Background: an optimization exercise with open tools, aiming at small area. Do not read the settings as production practice. Function was checked by simulation only, so behaviour that the tests miss may differ from the original. Power figures rest on the tool's default switching activity, not on a simulated workload.

run A:
// int_div_top
module int_div_top (
	input  wire                clk,
	input  wire                rst_n_i,
	input  logic               req_i,
	input  logic               req_op_i,        
	input  logic [63:0]        req_dividend_i,
	input  logic [63:0]        req_divisor_i,
	output logic               ack_o,
	output logic [63:0]        rsp_quotient_o,
	output logic [63:0]        rsp_remainder_o,
	output logic               rsp_div_by_zero_o
);
	localparam int W   = 16;
	localparam int NSL = 64 / W;
	localparam int JW  = $clog2(NSL);
	localparam logic [1:0] IDLE = 2'd0;
	localparam logic [1:0] BUSY = 2'd1;
	localparam logic [1:0] HOLD = 2'd2;
	logic [1:0]  st_q;
	logic [8:0]  cnt_q;
	logic [63:0] r_q;     
	logic [63:0] q_q;     
	logic        rs_q;    
	logic        cb_q;    
	logic        cy_q;    
	logic        za_q;    
	logic        zf_q;    
	logic        dbz_q;
	logic [5:0]  z_q;     
	logic        fl_q;    
	logic        nb_q;    
	logic sgn, kneg, dneg, qneg;
	assign sgn  = ~req_op_i;
	assign kneg = sgn & req_dividend_i[63];
	assign dneg = sgn & req_divisor_i[63];
	assign qneg = sgn & (req_dividend_i[63] ^ req_divisor_i[63]) & ~dbz_q;
	logic [JW-1:0] j;
	logic [5:0]    t;
	logic          last;
	assign j    = cnt_q[JW-1:0];
	assign t    = cnt_q[JW+5:JW];
	assign last = (j == JW'(NSL - 1));
	logic busy, in_s1, in_main, in_p1, in_p2, in_rot, pass, en;
	assign busy    = (st_q == BUSY);
	assign in_s1   = busy & (cnt_q[8:2] == 7'd127);
	assign in_main = busy & ~cnt_q[8];
  ...
Size: about 150 flip-flops, ~260 I/O pins, about 0.0072 mm^2 of cells after synthesis.
==> flow/config.mk <==
export PLATFORM = sky130hd
export DESIGN_NAME = int_div_top
export DESIGN_NICKNAME = int_div_top
export VERILOG_FILES = /design/flow/design.v
export SDC_FILE = /design/flow/constraint.sdc
export NUM_CORES = 4
export LEC_CHECK = 0
export CAP_MARGIN = 0
export CORE_MARGIN = 2
export CORE_UTILIZATION = 40
export CTS_BUF_LIST = sky130_fd_sc_hd__clkbuf_8
export SLEW_MARGIN = 0
==> flow/constraint.sdc <==
create_clock -name core_clock -period 5.0 [get_ports {clk}]
set_input_delay 1.0000 -clock core_clock [delete_from_list [all_inputs] [get_ports {clk}]]
set_output_delay 1.0000 -clock core_clock [all_outputs]
set_load 0.01 [all_outputs]
standard.sh (not shown) runs the stock make flow with config.mk's settings and CLKGATE_MAP_FILE= SYNTH_SCRIPT=/design/flow/synth_recipe.tcl, a recipe that flattens the netlist after the stock synthesis.
==> flow/flow/run.sh <==
#!/bin/bash
# Standard ORFS layout (the standard.sh, standard synthesis), with two changes:
# port buffers use the smallest buffer cell, and CTS adds no dummy clock loads.
set -euo pipefail
export BUFFER_PORTS_ARGS="-buffer_cell sky130_fd_sc_hd__buf_1"
export CTS_ARGS="-sink_clustering_enable -repair_clock_nets -dont_use_dummy_load -buf_list sky130_fd_sc_hd__clkbuf_8"
bash standard.sh > standard.log 2>&1
Relative to run A, the following input files were edited for run B:
- CAP_MARGIN: 0 -> 20
- SLEW_MARGIN: 0 -> 20
--- outcome ---
- The flow did not stop early for run B: all stages ran, and the layout cleared the timing, DRC and antenna checks.
- Compared with run A, in run B initial standard-cell utilization of the core roughly the same, logic gate share of total power roughly the same.
- Comparing run A against run B, there is no change at all in area of the core region.
- Comparing run A against run B, there is no change at all in critical path depth.
- Net switching component of the power: run A vs run B identical
- Run B -> run A: synthesized cell count delta 0, exact match
- Run A -> run B: number of multi-input combinational cells delta 0, exact match
- Reported for run A and run B, multi-input gate area in the final layout turned out identical to the last digit.
- Re worst hold slack: no difference whatsoever between run A and run B.
Changes in run C relative to run B:
-- flow/flow/run.sh --
<<< run B, line 6
export CTS_ARGS="-sink_clustering_enable -repair_clock_nets -dont_use_dummy_load -buf_list sky130_fd_sc_hd__clkbuf_8"
>>> run C, line 6
export CTS_ARGS="-sink_clustering_enable -repair_clock_nets -dont_use_dummy_load -buf_list sky130_fd_sc_hd__clkbuf_8 -sink_clustering_size 24 -sink_clustering_max_diameter 100"
--- outcome ---
Run C | stages: all done | timing, DRC, antenna: all pass
Diff run B..run C | maximum ir drop on the vdd rail | unchanged
Between run B and run C, the power drawn by the combinational cells figures differ only marginally.
Run C against run B: met1 wire length barely changed, clock skew now sits at about the same level, worst hold slack level.
As far as H-tree depth reported by CTS goes, run C and run B are indistinguishable; the numbers are identical.
Setup changes, run C to run D
- changing CTS_BUF_LIST from sky130_fd_sc_hd__clkbuf_8 to sky130_fd_sc_hd__clkbuf_16
-- flow/flow/run.sh --
<<< run C, line 6
export CTS_ARGS="-sink_clustering_enable -repair_clock_nets -dont_use_dummy_load -buf_list sky130_fd_sc_hd__clkbuf_8 -sink_clustering_size 24 -sink_clustering_max_diameter 100"
>>> run D, line 6
export CTS_ARGS="-sink_clustering_enable -repair_clock_nets -dont_use_dummy_load -buf_list sky130_fd_sc_hd__clkbuf_16 -sink_clustering_size 40 -sink_clustering_max_diameter 150"
### Flow results
- Side by side, met3 capacity usage during global routing turned out higher in run D than in run C.
- Against run C, run D reports a clock network area share that is higher.
- | detailed-route wire length | run C vs run D | ≈ equal |
- Compared with run C, run D shows relative contribution of combinational cells to total power lower by 2.4 points.
- NOTE wire length on met1 run C->run D decreased slightly

==> port drivers added, routing unchanged <==
The results above use ideal ports. As a check the final layouts listed here were re-extracted and re-timed, cells and wires unchanged.
Step 1 assumes that a clkbuf_16 drives the clock port and a buf_2 every other input.
Step 2 times the ports against the registers' clock, not the clock port: input delays grow and output delays shrink by t, the midpoint of the rising clock arrivals with the driver on.
Slacks: no drivers / after step 1 / after step 2; pairs: no drivers / after step 1.
| run | shift t [ns] | setup WS [ns] | worst setup path at the end | worst register clock-pin slew, ns | pins driven straight from the clock port |
|---|---|---|---|---|---|
| run A | 0.477 | 0.720 / 0.720 / 0.400 | input to register | 0.10 / 0.10 | 1 |
| run B | 0.477 | 0.720 / 0.720 / 0.400 | input to register | 0.10 / 0.10 | 1 |
| run C | 0.477 | 0.720 / 0.720 / 0.400 | input to register | 0.10 / 0.10 | 1 |
| run D | 0.451 | 0.725 / 0.725 / 0.409 | input to register | 0.07 / 0.07 | 1 |
After both steps every run listed still meets setup and hold.
